Source: an optimization exercise on an open RTL-to-GDS flow (aim: small area, a short achievable clock period and few clock cycles per item). Production flows keep margins and buffers that such runs may drop.
The RTL was checked by simulation tests, not by an equivalence proof against the original design.

--- flow/run.sh ---
#!/bin/bash
# synth_recipe.tcl (not shown) runs the flow's synth.tcl, then flattens the netlist and writes it again
# the make line also repeats each setting of config.mk as NAME=value (left out here)
make -C /OpenROAD-flow-scripts/flow DESIGN_CONFIG=/design/flow/config.mk WORK_HOME=/design/flow/orfs CLKGATE_MAP_FILE= SYNTH_SCRIPT=/design/flow/synth_recipe.tcl finish
--- flow/config.mk ---
export PLATFORM = sky130hd
export DESIGN_NAME = ray_box_slab_test
export DESIGN_NICKNAME = ray_box_slab_test
export VERILOG_FILES = /design/flow/design.v
export SDC_FILE = /design/flow/constraint.sdc
export NUM_CORES = 8
export LEC_CHECK = 0
export CAP_MARGIN = 20
export CORE_MARGIN = 2
export CORE_UTILIZATION = 40
export SETUP_SLACK_MARGIN = 4.5
export SLEW_MARGIN = 20
--- flow/constraint.sdc ---
create_clock -name core_clock -period 8.0 [get_ports {clk}]
set_input_delay 1.6000 -clock core_clock [delete_from_list [all_inputs] [get_ports {clk}]]
set_output_delay 1.6000 -clock core_clock [all_outputs]
set_load 0.01 [all_outputs]
--- flow/design.v ---
package rbst_pkg;
	localparam int COORD_W   = 32;
	localparam int FRAC_W    = 16;
	localparam int EPS_W     = 16;
	localparam int AXES      = 3;
	localparam int LANES     = 2 * AXES;
	localparam int IDX_W     = 3;
	localparam int IN_BYTES  = 24;
	localparam int OUT_BYTES = 1;
	localparam int RW        = 34;
	localparam int DW        = 31;
	localparam int TW        = 15;    
	localparam int QBITS     = 31;    
	localparam int KSTEP     = 2;     
	localparam int NST       = (QBITS + KSTEP - 1) / KSTEP;
	localparam int NCMP      = AXES * AXES + AXES;
	localparam int FRONT_LAT = 3;
	localparam logic [IDX_W-1:0] REG_LOW_X  = 3'd0;
	localparam logic [IDX_W-1:0] REG_LOW_Y  = 3'd1;
	localparam logic [IDX_W-1:0] REG_LOW_Z  = 3'd2;
	localparam logic [IDX_W-1:0] REG_HIGH_X = 3'd3;
	localparam logic [IDX_W-1:0] REG_HIGH_Y = 3'd4;
	localparam logic [IDX_W-1:0] REG_HIGH_Z = 3'd5;
	localparam logic [IDX_W-1:0] REG_EPS    = 3'd6;
endpackage
module rbst_front (
	input  logic                                          clk,
	input  logic [rbst_pkg::AXES*32-1:0]                  lo,
	input  logic [rbst_pkg::AXES*32-1:0]                  hi,
	input  logic [rbst_pkg::AXES*32-1:0]                  org,
	input  logic [rbst_pkg::AXES*32-1:0]                  dir,
	output logic [rbst_pkg::LANES*32-1:0]                 r0_o,     
	output logic [rbst_pkg::LANES*rbst_pkg::TW-1:0]       tail_o,   
	output logic [rbst_pkg::AXES*rbst_pkg::DW-1:0]        den_o,    
	output logic [rbst_pkg::LANES-1:0]                    nrm_o,    
	output logic [rbst_pkg::LANES-1:0]                    ngt_o,    
	output logic [rbst_pkg::LANES-1:0]                    cmc_o,    
	output logic [rbst_pkg::NCMP*3-1:0]                   cmp_o,    
	output logic                                          blk_o     
);
	localparam int AX = rbst_pkg::AXES;
	localparam int LN = rbst_pkg::LANES;
	localparam int TW = rbst_pkg::TW;
	localparam int DW = rbst_pkg::DW;
	logic [AX*32-1:0] dmag_1;
	logic [LN*33-1:0] n_1;
	logic [AX-1:0]    dneg_1, dzero_1, inslab_1;
	for (genvar a = 0; a < AX; a++) begin : g_f1
		wire signed [31:0] lo_a  = lo[a*32 +: 32];
		wire signed [31:0] hi_a  = hi[a*32 +: 32];
		wire signed [31:0] o_a   = org[a*32 +: 32];
		wire signed [31:0] d_a   = dir[a*32 +: 32];
		always_ff @(posedge clk) begin
			dneg_1[a]             <= d_a[31];
			dzero_1[a]            <= (d_a == '0);
			inslab_1[a]           <= (lo_a <= o_a) && (o_a <= hi_a);
			dmag_1[a*32 +: 32]    <= d_a[31] ? 32'(-d_a) : d_a;
			n_1[(2*a)*33 +: 33]   <= {lo_a[31], lo_a} - {o_a[31], o_a};
			n_1[(2*a+1)*33 +: 33] <= {hi_a[31], hi_a} - {o_a[31], o_a};
		end
	end
	logic [LN*33-1:0] nmag_2;
	logic [LN-1:0]    ngt_2;
	logic [AX*32-1:0] dmag_2;
	logic [AX*5-1:0]  sh_2;
	logic [AX-1:0]    dzero_2;
	logic             blk_2;
	for (genvar a = 0; a < AX; a++) begin : g_f2
		wire [31:0] dm = dmag_1[a*32 +: 32];
		logic [4:0] lz;
		always_comb begin
			lz = 5'd0;
			for (int i = 0; i < 32; i++)
				if (dm[i]) lz = 5'(31 - i);
		end
		always_ff @(posedge clk) begin
			dmag_2[a*32 +: 32] <= dm;
			sh_2[a*5 +: 5]     <= lz;
			dzero_2[a]         <= dzero_1[a];
		end
		for (genvar e = 0; e < 2; e++) begin : g_lane
			wire [32:0] n = (dneg_1[a] ^ (e == 1)) ? n_1[(2*a+1)*33 +: 33] : n_1[(2*a)*33 +: 33];
			always_ff @(posedge clk) begin
				nmag_2[(2*a+e)*33 +: 33] <= n[32] ? 33'(-n) : n;
				ngt_2[2*a+e]             <= (n != '0) && (n[32] ^ dneg_1[a]);
			end
		end
	end
	always_ff @(posedge clk) begin
		blk_2 <= |(dzero_1 & ~inslab_1);
	end
	logic [LN-1:0] top_neg, top_pos;   
	for (genvar a = 0; a < AX; a++) begin : g_f3
		wire [31:0] dm = dmag_2[a*32 +: 32];
		wire [4:0]  sh = sh_2[a*5 +: 5];
		wire [31:0] dn = dm << sh;
		always_ff @(posedge clk) begin
			den_o[a*DW +: DW] <= dn[DW-1:0];
		end
		for (genvar e = 0; e < 2; e++) begin : g_lane
			localparam int L = 2 * a + e;
			wire [32:0] nm  = nmag_2[L*33 +: 33];
			wire [63:0] zf  = {31'b0, nm} << sh;
			wire        sat = {15'b0, nm} >= {dm, 15'b0};
			wire        nrm = !dzero_2[a] && !sat;
			wire        cneg = dzero_2[a] ? (e == 0) : ngt_2[L];
			assign top_neg[L] = !nrm && cneg;
			assign top_pos[L] = !nrm && !cneg;
			always_ff @(posedge clk) begin
				r0_o[L*32 +: 32]   <= zf[46:15];
				tail_o[L*TW +: TW] <= zf[14:0];
				nrm_o[L]           <= nrm;
				ngt_o[L]           <= ngt_2[L];
				cmc_o[L]           <= !nrm && !cneg;
			end
		end
	end
	for (genvar a = 0; a < AX; a++) begin : g_ci
		for (genvar b = 0; b < AX; b++) begin : g_cj
			wire signed [2:0] ta = top_pos[2*a] ? 3'sd1 : (top_neg[2*a] ? -3'sd1 : 3'sd0);
			wire signed [2:0] tb = top_pos[2*b+1] ? 3'sd1 : (top_neg[2*b+1] ? -3'sd1 : 3'sd0);
			always_ff @(posedge clk) cmp_o[(3*a+b)*3 +: 3] <= ta - tb;
		end
	end
	for (genvar b = 0; b < AX; b++) begin : g_ce
		always_ff @(posedge clk)
			cmp_o[(9+b)*3 +: 3] <= top_pos[2*b+1] ? 3'sd1 : (top_neg[2*b+1] ? -3'sd1 : 3'sd0);
	end
	always_ff @(posedge clk) blk_o <= blk_2;
endmodule
module rbst_div_lane #(
	parameter int KS = 2
) (
	input  logic [rbst_pkg::RW-1:0] s_in,
	input  logic [rbst_pkg::RW-1:0] c_in,
	input  logic [rbst_pkg::DW-1:0] d,
	input  logic                    b1,
	input  logic                    b2,
	output logic [rbst_pkg::RW-1:0] s_out,
	output logic [rbst_pkg::RW-1:0] c_out,
	output logic [KS-1:0]           qp,
	output logic [KS-1:0]           qm
);
	localparam int RW = rbst_pkg::RW;
	function automatic logic [1:0] qsel(input logic [3:0] s, input logic [3:0] c);
		logic [3:0] x, g;
		logic       k3, e3, z;
		x  = s ^ c;
		g  = s & c;
		k3 = g[2] | (x[2] & (g[1] | (x[1] & g[0])));
		e3 = x[3] ^ k3;
		z  = &x;
		qsel = {!e3, e3 && !z};
	endfunction
	function automatic logic [1:0] qsel_next(input logic [4:0] s, input logic [4:0] c,
	                                         input logic [4:0] m);
		logic [4:0] a, bb, mj;
		a  = s;
		bb = c;
		mj = (a & bb) | (a & m) | (bb & m);
		qsel_next = qsel(a[4:1] ^ bb[4:1] ^ m[4:1], mj[3:0]);
	endfunction
	wire [RW-1:0] dfull = {{(RW-32){1'b0}}, 1'b1, d};
	logic [1:0]    q1;
	logic [RW-1:0] a1, bv1, m1, s1, mj1, c1;
	assign q1  = qsel(s_in[RW-1:RW-4], c_in[RW-1:RW-4]);
	assign a1  = {s_in[RW-2:0], b1};
	assign bv1 = {c_in[RW-2:0], 1'b0};
	assign m1  = q1[1] ? ~dfull : (q1[0] ? dfull : '0);
	assign s1  = a1 ^ bv1 ^ m1;
	assign mj1 = (a1 & bv1) | (a1 & m1) | (bv1 & m1);
	assign c1  = {mj1[RW-2:0], q1[1]};
	if (KS == 1) begin : g_one
		assign s_out = s1;
		assign c_out = c1;
		assign qp    = q1[1];
		assign qm    = q1[0];
	end else begin : g_two
		logic [1:0]    q2, q2p, q2z, q2m;
		logic [RW-1:0] a2, bv2, m2, mj2;
		assign q2p = qsel_next(s_in[RW-2:RW-6], c_in[RW-2:RW-6], ~dfull[RW-1:RW-5]);
		assign q2z = qsel_next(s_in[RW-2:RW-6], c_in[RW-2:RW-6], 5'b0);
		assign q2m = qsel_next(s_in[RW-2:RW-6], c_in[RW-2:RW-6], dfull[RW-1:RW-5]);
		assign q2  = q1[1] ? q2p : (q1[0] ? q2m : q2z);
		assign a2  = {s1[RW-2:0], b2};
		assign bv2 = {c1[RW-2:0], 1'b0};
		assign m2  = q2[1] ? ~dfull : (q2[0] ? dfull : '0);
		assign s_out = a2 ^ bv2 ^ m2;
		assign mj2   = (a2 & bv2) | (a2 & m2) | (bv2 & m2);
		assign c_out = {mj2[RW-2:0], q2[1]};
		assign qp    = {q1[1], q2[1]};
		assign qm    = {q1[0], q2[0]};
	end
endmodule
module rbst_cmp_step (
	input  logic [2:0] d_in,
	input  logic       ap,
	input  logic       an,
	input  logic       bp,
	input  logic       bn,
	output logic [2:0] d_out
);
	logic [2:0] r;
	always_comb begin
		case ({d_in, ap, an, bp, bn})
			7'h00: r = 3'd0;
			7'h01: r = 3'd1;
			7'h02: r = 3'd7;
			7'h03: r = 3'd0;
			7'h04: r = 3'd7;
			7'h05: r = 3'd0;
			7'h06: r = 3'd6;
			7'h07: r = 3'd7;
			7'h08: r = 3'd1;
			7'h09: r = 3'd2;
			7'h0a: r = 3'd0;
			7'h0b: r = 3'd1;
			7'h0c: r = 3'd0;
			7'h0d: r = 3'd1;
			7'h0e: r = 3'd7;
			7'h0f: r = 3'd0;
			7'h10: r = 3'd2;
			7'h11: r = 3'd3;
			7'h12: r = 3'd1;
			7'h13: r = 3'd2;
			7'h14: r = 3'd1;
			7'h15: r = 3'd2;
			7'h16: r = 3'd0;
			7'h17: r = 3'd1;
			7'h18: r = 3'd3;
			7'h19: r = 3'd3;
			7'h1a: r = 3'd2;
			7'h1b: r = 3'd3;
			7'h1c: r = 3'd2;
			7'h1d: r = 3'd3;
			7'h1e: r = 3'd1;
			7'h1f: r = 3'd2;
			7'h20: r = 3'd3;
			7'h21: r = 3'd3;
			7'h22: r = 3'd3;
			7'h23: r = 3'd3;
			7'h24: r = 3'd3;
			7'h25: r = 3'd3;
			7'h26: r = 3'd2;
			7'h27: r = 3'd3;
			7'h28: r = 3'd3;
			7'h29: r = 3'd3;
			7'h2a: r = 3'd3;
			7'h2b: r = 3'd3;
			7'h2c: r = 3'd3;
			7'h2d: r = 3'd3;
			7'h2e: r = 3'd3;
			7'h2f: r = 3'd3;
			7'h30: r = 3'd3;
			7'h31: r = 3'd3;
			7'h32: r = 3'd3;
			7'h33: r = 3'd3;
			7'h34: r = 3'd3;
			7'h35: r = 3'd3;
			7'h36: r = 3'd3;
			7'h37: r = 3'd3;
			7'h38: r = 3'd3;
			7'h39: r = 3'd3;
			7'h3a: r = 3'd3;
			7'h3b: r = 3'd3;
			7'h3c: r = 3'd3;
			7'h3d: r = 3'd3;
			7'h3e: r = 3'd3;
			7'h3f: r = 3'd3;
			7'h50: r = 3'd5;
			7'h51: r = 3'd5;
			7'h52: r = 3'd5;
			7'h53: r = 3'd5;
			7'h54: r = 3'd5;
			7'h55: r = 3'd5;
			7'h56: r = 3'd5;
			7'h57: r = 3'd5;
			7'h58: r = 3'd5;
			7'h59: r = 3'd5;
			7'h5a: r = 3'd5;
			7'h5b: r = 3'd5;
			7'h5c: r = 3'd5;
			7'h5d: r = 3'd5;
			7'h5e: r = 3'd5;
			7'h5f: r = 3'd5;
			7'h60: r = 3'd5;
			7'h61: r = 3'd5;
			7'h62: r = 3'd5;
			7'h63: r = 3'd5;
			7'h64: r = 3'd5;
			7'h65: r = 3'd5;
			7'h66: r = 3'd5;
			7'h67: r = 3'd5;
			7'h68: r = 3'd5;
			7'h69: r = 3'd6;
			7'h6a: r = 3'd5;
			7'h6b: r = 3'd5;
			7'h6c: r = 3'd5;
			7'h6d: r = 3'd5;
			7'h6e: r = 3'd5;
			7'h6f: r = 3'd5;
			7'h70: r = 3'd6;
			7'h71: r = 3'd7;
			7'h72: r = 3'd5;
			7'h73: r = 3'd6;
			7'h74: r = 3'd5;
			7'h75: r = 3'd6;
			7'h76: r = 3'd5;
			7'h77: r = 3'd5;
			7'h78: r = 3'd7;
			7'h79: r = 3'd0;
			7'h7a: r = 3'd6;
			7'h7b: r = 3'd7;
			7'h7c: r = 3'd6;
			7'h7d: r = 3'd7;
			7'h7e: r = 3'd5;
			7'h7f: r = 3'd6;
			default: r = 3'd0;
		endcase
	end
	assign d_out = r;
endmodule
module rbst_cmp_fin (
	input  logic [2:0] d_in,
	input  logic       ap,
	input  logic       an,
	input  logic       bp,
	input  logic       bn,
	output logic       neg,
	output logic       pos
);
	logic [1:0] r;
	always_comb begin
		case ({d_in, ap, an, bp, bn})
			7'h00: r = 2'b00;
			7'h01: r = 2'b01;
			7'h02: r = 2'b10;
			7'h03: r = 2'b00;
			7'h04: r = 2'b10;
			7'h05: r = 2'b00;
			7'h06: r = 2'b10;
			7'h07: r = 2'b10;
			7'h08: r = 2'b01;
			7'h09: r = 2'b01;
			7'h0a: r = 2'b00;
			7'h0b: r = 2'b01;
			7'h0c: r = 2'b00;
			7'h0d: r = 2'b01;
			7'h0e: r = 2'b10;
			7'h0f: r = 2'b00;
			7'h10: r = 2'b01;
			7'h11: r = 2'b01;
			7'h12: r = 2'b00;
			7'h13: r = 2'b01;
			7'h14: r = 2'b00;
			7'h15: r = 2'b01;
			7'h16: r = 2'b10;
			7'h17: r = 2'b00;
			7'h18: r = 2'b01;
			7'h19: r = 2'b01;
			7'h1a: r = 2'b01;
			7'h1b: r = 2'b01;
			7'h1c: r = 2'b01;
			7'h1d: r = 2'b01;
			7'h1e: r = 2'b00;
			7'h1f: r = 2'b01;
			7'h20: r = 2'b01;
			7'h21: r = 2'b01;
			7'h22: r = 2'b01;
			7'h23: r = 2'b01;
			7'h24: r = 2'b01;
			7'h25: r = 2'b01;
			7'h26: r = 2'b00;
			7'h27: r = 2'b01;
			7'h28: r = 2'b01;
			7'h29: r = 2'b01;
			7'h2a: r = 2'b01;
			7'h2b: r = 2'b01;
			7'h2c: r = 2'b01;
			7'h2d: r = 2'b01;
			7'h2e: r = 2'b01;
			7'h2f: r = 2'b01;
			7'h30: r = 2'b01;
			7'h31: r = 2'b01;
			7'h32: r = 2'b01;
			7'h33: r = 2'b01;
			7'h34: r = 2'b01;
			7'h35: r = 2'b01;
			7'h36: r = 2'b01;
			7'h37: r = 2'b01;
			7'h38: r = 2'b01;
			7'h39: r = 2'b01;
			7'h3a: r = 2'b01;
			7'h3b: r = 2'b01;
			7'h3c: r = 2'b01;
			7'h3d: r = 2'b01;
			7'h3e: r = 2'b01;
			7'h3f: r = 2'b01;
			7'h50: r = 2'b10;
			7'h51: r = 2'b10;
			7'h52: r = 2'b10;
			7'h53: r = 2'b10;
			7'h54: r = 2'b10;
			7'h55: r = 2'b10;
			7'h56: r = 2'b10;
			7'h57: r = 2'b10;
			7'h58: r = 2'b10;
			7'h59: r = 2'b10;
			7'h5a: r = 2'b10;
			7'h5b: r = 2'b10;
			7'h5c: r = 2'b10;
			7'h5d: r = 2'b10;
			7'h5e: r = 2'b10;
			7'h5f: r = 2'b10;
			7'h60: r = 2'b10;
			7'h61: r = 2'b10;
			7'h62: r = 2'b10;
			7'h63: r = 2'b10;
			7'h64: r = 2'b10;
			7'h65: r = 2'b10;
			7'h66: r = 2'b10;
			7'h67: r = 2'b10;
			7'h68: r = 2'b10;
			7'h69: r = 2'b00;
			7'h6a: r = 2'b10;
			7'h6b: r = 2'b10;
			7'h6c: r = 2'b10;
			7'h6d: r = 2'b10;
			7'h6e: r = 2'b10;
			7'h6f: r = 2'b10;
			7'h70: r = 2'b10;
			7'h71: r = 2'b00;
			7'h72: r = 2'b10;
			7'h73: r = 2'b10;
			7'h74: r = 2'b10;
			7'h75: r = 2'b10;
			7'h76: r = 2'b10;
			7'h77: r = 2'b10;
			7'h78: r = 2'b00;
			7'h79: r = 2'b01;
			7'h7a: r = 2'b10;
			7'h7b: r = 2'b00;
			7'h7c: r = 2'b10;
			7'h7d: r = 2'b00;
			7'h7e: r = 2'b10;
			7'h7f: r = 2'b10;
			default: r = 2'b00;
		endcase
	end
	assign neg = r[1];
	assign pos = r[0];
endmodule
module ray_box_slab_test (
	input  logic                                 clk,
	input  logic                                 arst_n,
	input  logic                                 cfg_we,
	input  logic [rbst_pkg::IDX_W-1:0]           cfg_index,
	input  logic [rbst_pkg::COORD_W-1:0]         cfg_wdata,
	input  logic                                 s_tvalid,
	output logic                                 s_tready,
	input  logic [8*rbst_pkg::IN_BYTES-1:0]      s_tdata,
	output logic                                 m_tvalid,
	input  logic                                 m_tready,
	output logic [8*rbst_pkg::OUT_BYTES-1:0]     m_tdata
);
	localparam int AX   = rbst_pkg::AXES;
	localparam int LN   = rbst_pkg::LANES;
	localparam int RW   = rbst_pkg::RW;
	localparam int DW   = rbst_pkg::DW;
	localparam int TW   = rbst_pkg::TW;
	localparam int NST  = rbst_pkg::NST;
	localparam int KS   = rbst_pkg::KSTEP;
	localparam int NC   = rbst_pkg::NCMP;
	localparam int LAT  = 1 + rbst_pkg::FRONT_LAT + NST + 1;
	localparam int QD   = LAT + 2;
	localparam int CNTW = 5;    
	logic [AX*32-1:0] lo_q, hi_q;
	logic [15:0]      eps_q;
	always_ff @(posedge clk or negedge arst_n) begin
		if (!arst_n) begin
			lo_q  <= '0;
			hi_q  <= '0;
			eps_q <= 16'd66;
		end else if (cfg_we) begin
			case (cfg_index)
				rbst_pkg::REG_LOW_X:  lo_q[0 +: 32]  <= cfg_wdata;
				rbst_pkg::REG_LOW_Y:  lo_q[32 +: 32] <= cfg_wdata;
				rbst_pkg::REG_LOW_Z:  lo_q[64 +: 32] <= cfg_wdata;
				rbst_pkg::REG_HIGH_X: hi_q[0 +: 32]  <= cfg_wdata;
				rbst_pkg::REG_HIGH_Y: hi_q[32 +: 32] <= cfg_wdata;
				rbst_pkg::REG_HIGH_Z: hi_q[64 +: 32] <= cfg_wdata;
				rbst_pkg::REG_EPS:    eps_q          <= cfg_wdata[15:0];
				default: ;
			endcase
		end
	end
	logic [191:0]   in_q;
	logic [LAT-1:0] vld_q;
	logic           rdy_q;
	logic           acc;
	assign acc      = s_tvalid && rdy_q;
	assign s_tready = rdy_q;
	always_ff @(posedge clk) in_q <= s_tdata;
	always_ff @(posedge clk or negedge arst_n) begin
		if (!arst_n) vld_q <= '0;
		else         vld_q <= {vld_q[LAT-2:0], acc};
	end
	logic [LN*32-1:0] r0;
	logic [LN*TW-1:0] tail0;
	logic [AX*DW-1:0] den0;
	logic [LN-1:0]    nrm0, ngt0, cmc0;
	logic [NC*3-1:0]  cmp0;
	logic             blk0;
	rbst_front u_front (
		.clk    (clk),
		.lo     (lo_q),
		.hi     (hi_q),
		.org    (in_q[0 +: 96]),
		.dir    (in_q[96 +: 96]),
		.r0_o   (r0),
		.tail_o (tail0),
		.den_o  (den0),
		.nrm_o  (nrm0),
		.ngt_o  (ngt0),
		.cmc_o  (cmc0),
		.cmp_o  (cmp0),
		.blk_o  (blk0)
	);
	logic [(NST+1)*LN*RW-1:0] s_st, c_st;
	logic [(NST+1)*LN*TW-1:0] t_st;
	logic [(NST+1)*AX*DW-1:0] d_st;
	logic [(NST+1)*LN-1:0]    nrm_st, ngt_st, cmc_st;
	logic [(NST+1)*NC*3-1:0]  cmp_st;
	logic [NST:0]             blk_st;
	logic [(NST+1)*2*LN-1:0]  pd_st;     
	for (genvar l = 0; l < LN; l++) begin : g_in
		assign s_st[l*RW +: RW] = {{(RW-32){1'b0}}, r0[l*32 +: 32]};
		assign c_st[l*RW +: RW] = '0;
	end
	assign t_st[0 +: LN*TW]   = tail0;
	assign d_st[0 +: AX*DW]   = den0;
	assign nrm_st[0 +: LN]    = nrm0;
	assign ngt_st[0 +: LN]    = ngt0;
	assign cmc_st[0 +: LN]    = cmc0;
	assign cmp_st[0 +: NC*3]  = cmp0;
	assign blk_st[0]          = blk0;
	assign pd_st[0 +: 2*LN]   = '0;
	for (genvar j = 0; j < NST; j++) begin : g_st
		localparam int P0 = 30 - KS * j;                
		localparam int NK = (P0 >= KS - 1) ? KS : P0 + 1;   
		logic [LN*RW-1:0]       s_n, c_n;
		logic [KS*LN-1:0]       dp, dn;      
		logic [3*NC*3-1:0]      cm_k;
		assign cm_k[0 +: NC*3] = cmp_st[j*NC*3 +: NC*3];
		for (genvar l = 0; l < LN; l++) begin : g_l
			logic [NK-1:0] qp, qm;
			wire  nrm = nrm_st[j*LN + l];
			wire  ngt = ngt_st[j*LN + l];
			rbst_div_lane #(.KS(NK)) u_div (
				.s_in  (s_st[(j*LN+l)*RW +: RW]),
				.c_in  (c_st[(j*LN+l)*RW +: RW]),
				.d     (d_st[(j*AX + l/2)*DW +: DW]),
				.b1    ((P0 >= 16) ? t_st[(j*LN+l)*TW + ((P0 >= 16) ? P0-16 : 0)] : 1'b0),
				.b2    ((P0 >= 17) ? t_st[(j*LN+l)*TW + ((P0 >= 17) ? P0-17 : 0)] : 1'b0),
				.s_out (s_n[l*RW +: RW]),
				.c_out (c_n[l*RW +: RW]),
				.qp    (qp),
				.qm    (qm)
			);
			for (genvar k = 0; k < KS; k++) begin : g_k
				if (k < NK) begin : g_d
					assign dp[k*LN+l] = nrm && (ngt ? qm[NK-1-k] : qp[NK-1-k]);
					assign dn[k*LN+l] = nrm && (ngt ? qp[NK-1-k] : qm[NK-1-k]);
				end else begin : g_z
					assign dp[k*LN+l] = 1'b0;
					assign dn[k*LN+l] = 1'b0;
				end
			end
		end
		wire [2*LN-1:0] dig0 = pd_st[j*2*LN +: 2*LN];
		wire [2*LN-1:0] dig1 = {dn[0 +: LN], dp[0 +: LN]};
		for (genvar k = 0; k < 2; k++) begin : g_c
			localparam int P = (k == 0) ? P0 + 1 : P0;    
			wire [2*LN-1:0] dg = (k == 0) ? dig0 : dig1;
			if (P <= 30 && (k == 1 || KS == 2)) begin : g_do
				for (genvar a = 0; a < AX; a++) begin : g_ca
					for (genvar b = 0; b < AX; b++) begin : g_cb
						rbst_cmp_step u_cmp (
							.d_in  (cm_k[(k*NC + 3*a+b)*3 +: 3]),
							.ap    (dg[2*a]),
							.an    (dg[LN + 2*a]),
							.bp    (dg[2*b+1]),
							.bn    (dg[LN + 2*b+1]),
							.d_out (cm_k[((k+1)*NC + 3*a+b)*3 +: 3])
						);
					end
				end
				for (genvar b = 0; b < AX; b++) begin : g_ce
					rbst_cmp_step u_cmp (
						.d_in  (cm_k[(k*NC + 9+b)*3 +: 3]),
						.ap    (dg[2*b+1]),
						.an    (dg[LN + 2*b+1]),
						.bp    ((P < 16) ? eps_q[(P < 16) ? P : 0] : 1'b0),
						.bn    (1'b0),
						.d_out (cm_k[((k+1)*NC + 9+b)*3 +: 3])
					);
				end
			end else begin : g_skip
				assign cm_k[(k+1)*NC*3 +: NC*3] = cm_k[k*NC*3 +: NC*3];
			end
		end
		if (KS == 2) begin : g_pd
			always_ff @(posedge clk)
				pd_st[(j+1)*2*LN +: 2*LN] <= {dn[LN +: LN], dp[LN +: LN]};
		end else begin : g_nopd
			assign pd_st[(j+1)*2*LN +: 2*LN] = '0;
		end
		always_ff @(posedge clk) begin
			s_st[(j+1)*LN*RW +: LN*RW] <= s_n;
			c_st[(j+1)*LN*RW +: LN*RW] <= c_n;
			t_st[(j+1)*LN*TW +: LN*TW] <= t_st[j*LN*TW +: LN*TW];
			d_st[(j+1)*AX*DW +: AX*DW] <= d_st[j*AX*DW +: AX*DW];
			nrm_st[(j+1)*LN +: LN]     <= nrm_st[j*LN +: LN];
			ngt_st[(j+1)*LN +: LN]     <= ngt_st[j*LN +: LN];
			cmc_st[(j+1)*LN +: LN]     <= cmc_st[j*LN +: LN];
			cmp_st[(j+1)*NC*3 +: NC*3] <= cm_k[2*NC*3 +: NC*3];
			blk_st[j+1]                <= blk_st[j];
		end
	end
	logic [LN-1:0] cp, cn;
	logic          hit_q;
	for (genvar l = 0; l < LN; l++) begin : g_fin
		wire [RW-1:0] w   = s_st[(NST*LN+l)*RW +: RW] + c_st[(NST*LN+l)*RW +: RW];
		wire          nrm = nrm_st[NST*LN + l];
		wire          ngt = ngt_st[NST*LN + l];
		wire          cmc = cmc_st[NST*LN + l];
		assign cp[l] = nrm && w[RW-1] && ngt;
		assign cn[l] = (nrm && w[RW-1] && !ngt) || (!nrm && cmc);
	end
	logic [NC-1:0] ok;
	for (genvar a = 0; a < AX; a++) begin : g_fa
		for (genvar b = 0; b < AX; b++) begin : g_fb
			logic neg, pos;
			rbst_cmp_fin u_fin (
				.d_in (cmp_st[(NST*NC + 3*a+b)*3 +: 3]),
				.ap   (cp[2*a]),
				.an   (cn[2*a]),
				.bp   (cp[2*b+1]),
				.bn   (cn[2*b+1]),
				.neg  (neg),
				.pos  (pos)
			);
			assign ok[3*a+b] = neg;
		end
	end
	for (genvar b = 0; b < AX; b++) begin : g_fe
		logic neg, pos;
		rbst_cmp_fin u_fin (
			.d_in (cmp_st[(NST*NC + 9+b)*3 +: 3]),
			.ap   (cp[2*b+1]),
			.an   (cn[2*b+1]),
			.bp   (1'b0),
			.bn   (1'b0),
			.neg  (neg),
			.pos  (pos)
		);
		assign ok[9+b] = pos;
	end
	always_ff @(posedge clk) hit_q <= !blk_st[NST] && (&ok);
	logic [QD-1:0] qv, qd;
	logic [CNTW-1:0] cnt_q;
	logic          take;
	logic [QD:0]   vs;
	logic [QD-1:0] ds;
	assign take     = qv[0] && m_tready;
	assign m_tvalid = qv[0];
	assign m_tdata  = {{(8*rbst_pkg::OUT_BYTES-1){1'b0}}, qd[0]};
	always_comb begin
		vs = take ? {2'b00, qv[QD-1:1]} : {1'b0, qv};
		ds = take ? {1'b0, qd[QD-1:1]} : qd;
	end
	always_ff @(posedge clk or negedge arst_n) begin
		if (!arst_n) begin
			qv    <= '0;
			cnt_q <= '0;
			rdy_q <= 1'b1;
		end else begin
			for (int i = 0; i < QD; i++)
				qv[i] <= vs[i] || (vld_q[LAT-1] && (i == 0 || vs[i-1]));
			cnt_q <= cnt_q + CNTW'(acc) - CNTW'(take);
			rdy_q <= (cnt_q + CNTW'(acc) - CNTW'(take)) < CNTW'(QD);
		end
	end
	always_ff @(posedge clk) begin
		for (int i = 0; i < QD; i++)
			if (!vs[i] && (i == 0 || vs[i-1])) qd[i] <= hit_q;
			else                               qd[i] <= ds[i];
	end
endmodule
==> impl_metrics.toml <==
[outcome]
status = "no timing/DRC/antenna violations"

[routing]
post_drt_wl_per_cell_um = 22.6
vias = 400000
viasPerCell = 5.25
routed_wl_um = 1720000
wl_met1_um = 737000
dr_wl_met3_um = 100000
drt-pass1-iter-count = 12
drc = 0
postRouteAntennaNets = 0
first_iter_violations = 32500
top_layer_used = "met5"
wl_met2_um = 797000

[logic_synthesis]
postSynthCellCount = 56300
yosysMostFrequentCell = "dfxtp_1"
yosysSeqAreaShare = 0.389
synth_top_area_share = 0.377
yosys-top-cells-area = "dfxtp_1 (38%), fa_1 (21%), ha_1 (6.1%)"
ys_warn_count = 8
synth-seq-cells = 10700
async_flop_share = 0.0240
netlist_top_cells_count = "dfxtp_1 (10500), nand2_1 (6451), fa_1 (5806)"
synth_edf_count = 23
synth_top_flop_cell = "dfxtp_1"
avgSynthCellArea_um2 = 9.88
ys_types = 103
synthesis.area_mm2 = 0.556
synth_top_cell_by_area = "dfxtp_1"

[finish]
drive_above_1_share = 0.146
seq_area_mm2 = 0.217
area_growth_pct = 19.0
fill_cells = 125000
multi_input_comb_area_mm2 = 0.333
instances_no_fill = 76200
nets = 65500

[placed_design]
io_buffers = 234
placed_cells = 72200
hpwlAfterDp_um = 1180000
gp_congestion = 0.920

[sta]
whs_ns = 0.275
drv_slew = 0
min_period_ns = 3.82
max_clock_freq_mhz = 262
setup_viol = 0
min_period_over_period = 0.477
hold_viol = 0
worst_pin_slew_ns = 1.17
slew_headroom = 0.218
finalSetupTns_ns = 0
clock_skew_ns = 0.110
rsz0062_at_grt = "true"

[clocking]
clock-sinks = 10700
cts_made_buffers = 1230
cts_tree = "built"
cts_root_buf = "clkbuf_16"
clockBufferDepth = 6
path_clk_slew_ns = 0.06
htreeDepth = 7
clock_latency_ns = 1.28

[die]
die_x_um = 1180
dieArea_mm2 = 1.40
initial_utilization = 0.401
rows = 433
core_area_mm2 = 1.39
pin_count = 242
die_y_um = 1180

[worst_setup_path]
max_stage_delay_ns = 0.46
cp_cell_sequence = "ha_4 -> fa_2 -> a21oi_4 -> xnor2_4 -> buf_12 -> clkinvlp_4 -> a41oi_4 -> buf_12 -> buf_6 -> buf_6 -> o21ai_2 -> or3_1 -> a21oi_2 -> a21oi_4 -> buf_6 -> buf_16 -> a21oi_4 -> fa_2"
worstSetupStartpointType = "flip-flop"
cp.arrival_ns = 4.93
worstSetupPathType = "flip-flop to flip-flop"
critPathTopFamily = "adder cells"
critPathSlowestCell = "fa_2"
critical_path_buf_inv_count = 7
end_kind = "flip-flop"
worstPathRequired_ns = 9.11
crit_fanout = 4

[global_routing]
first_global_vias = 390000
antenna_found_initial = 90
grt_max_degree = 100
grt_pass1_wl_um = 2490000
gr-total-overflow = 0
grt.total_usage = 0.229

[run]
max_cap_violations = 0

[hold_path]
hold_class = "flip-flop to flip-flop"
state kept, by name, summed over array words and instances, names as in the netlist, 198 cells and up:
register        cells
c_st             3210
cmp_st            576
d_st             1395
s_st             3264
t_st              216
u_front.n_1       198
u_front.nmag_2    198
worst register-to-register path, cell delays in order (launching register included):
cell,delay (ns)
dfxtp_4,0.35
ha_4,0.17
fa_2,0.35
a21oi_4,0.18
xnor2_4,0.15
buf_12,0.14
clkinvlp_4,0.15
a41oi_4,0.26
buf_12,0.15
buf_6,0.10
buf_6,0.10
o21ai_2,0.06
or3_1,0.32
a21oi_2,0.21
a21oi_4,0.10
buf_6,0.17
buf_16,0.14
a21oi_4,0.14
fa_2,0.46
repair_timing:
action / CTS / global route
pin swaps: 670 / 1239
cloned: 249 / 153
buffers inserted: 805 / 626
hold buffers: 0 / 0
gates resized for setup: 3417 / 2795
setup endpoints to repair: 6670 / 4885
metal layers:
layer	global-route usage	up-vias
li1	-	189000
met1	0.308	195000
met2	0.377	12500
met3	0.0289	2956
met4	0.0929	22
met5	0	-
area by class of cell:
| type | count | area share |
|---|---|---|
| antenna | 129 | 0.000488 |
| timing repair buffer | 2493 | 0.0509 |
| clock buffer | 1630 | 0.0527 |
| inverter | 3562 | 0.0207 |
| clock inverter | 478 | 0.00934 |
| sequential | 10700 | 0.328 |
| tap | 18500 | 0.0349 |
| multi-input combinational | 38700 | 0.503 |
| timing repair inverter | 6 | 0.000153 |
placed cells by master (no fill, tap or decap), types with 664 or more instances in the layout:
| master | instances |
|---|---|
| nand3_1 | 845 |
| nor2_1 | 3991 |
| nand2_1 | 6214 |
| fa_1 | 5450 |
| buf_4 | 1153 |
| clkbuf_16 | 1380 |
| a21oi_2 | 727 |
| o21ai_0 | 4754 |
| inv_1 | 3376 |
| ha_1 | 2516 |
| mux2i_1 | 664 |
| a21oi_1 | 3535 |
| xnor2_1 | 812 |
| dfxtp_1 | 10300 |
logic make-up (layout without fill, tap and decap cells):
logic type,count (synthesis),in the layout,share of synthesized area
fa+ha+maj,8529,8529,0.270
mux,1210,1210,0.0253
other cells,1,136,0.00000674
flops,10700,10700,0.389
simple gates,13900,13900,0.106
xor+xnor,1426,1428,0.0225
compound gates,13600,13600,0.140
buf+inv,6898,8169,0.0467
final timing paths:
path                                    from                                  to  slack, ns  depth (start not counted)
hold / removal             t_st[100]$_DFF_P_  g_st[2].g_l[0].u_div.a1[0]$_DFF_P_       0.27                          0
min in group asynchronous             arst_n                hi_q[77]$_DFFE_PN0P_       0.31                          1
hold reg to reg            t_st[100]$_DFF_P_  g_st[2].g_l[0].u_div.a1[0]$_DFF_P_       0.27                          0
max in group asynchronous             arst_n                eps_q[0]$_DFFE_PN0P_       6.45                          2
setup / recovery           s_st[268]$_DFF_P_                   s_st[460]$_DFF_P_       4.18                         18
setup reg to reg           s_st[268]$_DFF_P_                   s_st[460]$_DFF_P_       4.18                         18
per-stage QoR:
stage,area [um^2],util,setup slack [ns]
2_1_floorplan,557000,-,4.40
3_3_place_gp,576000,0.415,2.50
3_5_place_dp,576000,0.415,2.64
4_1_cts,644000,0.463,4.19
5_1_grt,662000,0.477,4.06
6_report,662000,0.477,4.18
Testbench counts, summed over its fixed seeds: cycles 8,176, items 8,000.

## what the ideal ports hide
The results above use ideal ports. As a check the final layout listed here was re-extracted and re-timed, cells and wires unchanged. Step 1 assumes that a clkbuf_16 drives the clock port and a buf_2 every other input. Step 2, shift: input delay + t, output delay - t, t = (earliest + latest rising clock arrival at the registers) / 2. This alone moves slack from input paths to output paths. Three values: no drivers, after step 1, after step 2; two values: the first two.
t, ns: 1.417
slack for setup (ns): 4.184 / 4.184 / 3.630
worst setup path after step 2: input to register
clock arrival spread, ns: 0.138 / 0.139
After both steps setup and hold are still met in this run. For this run, drivers alone change the setup slack by 0.000 ns; drivers and shift together by -0.554 ns.
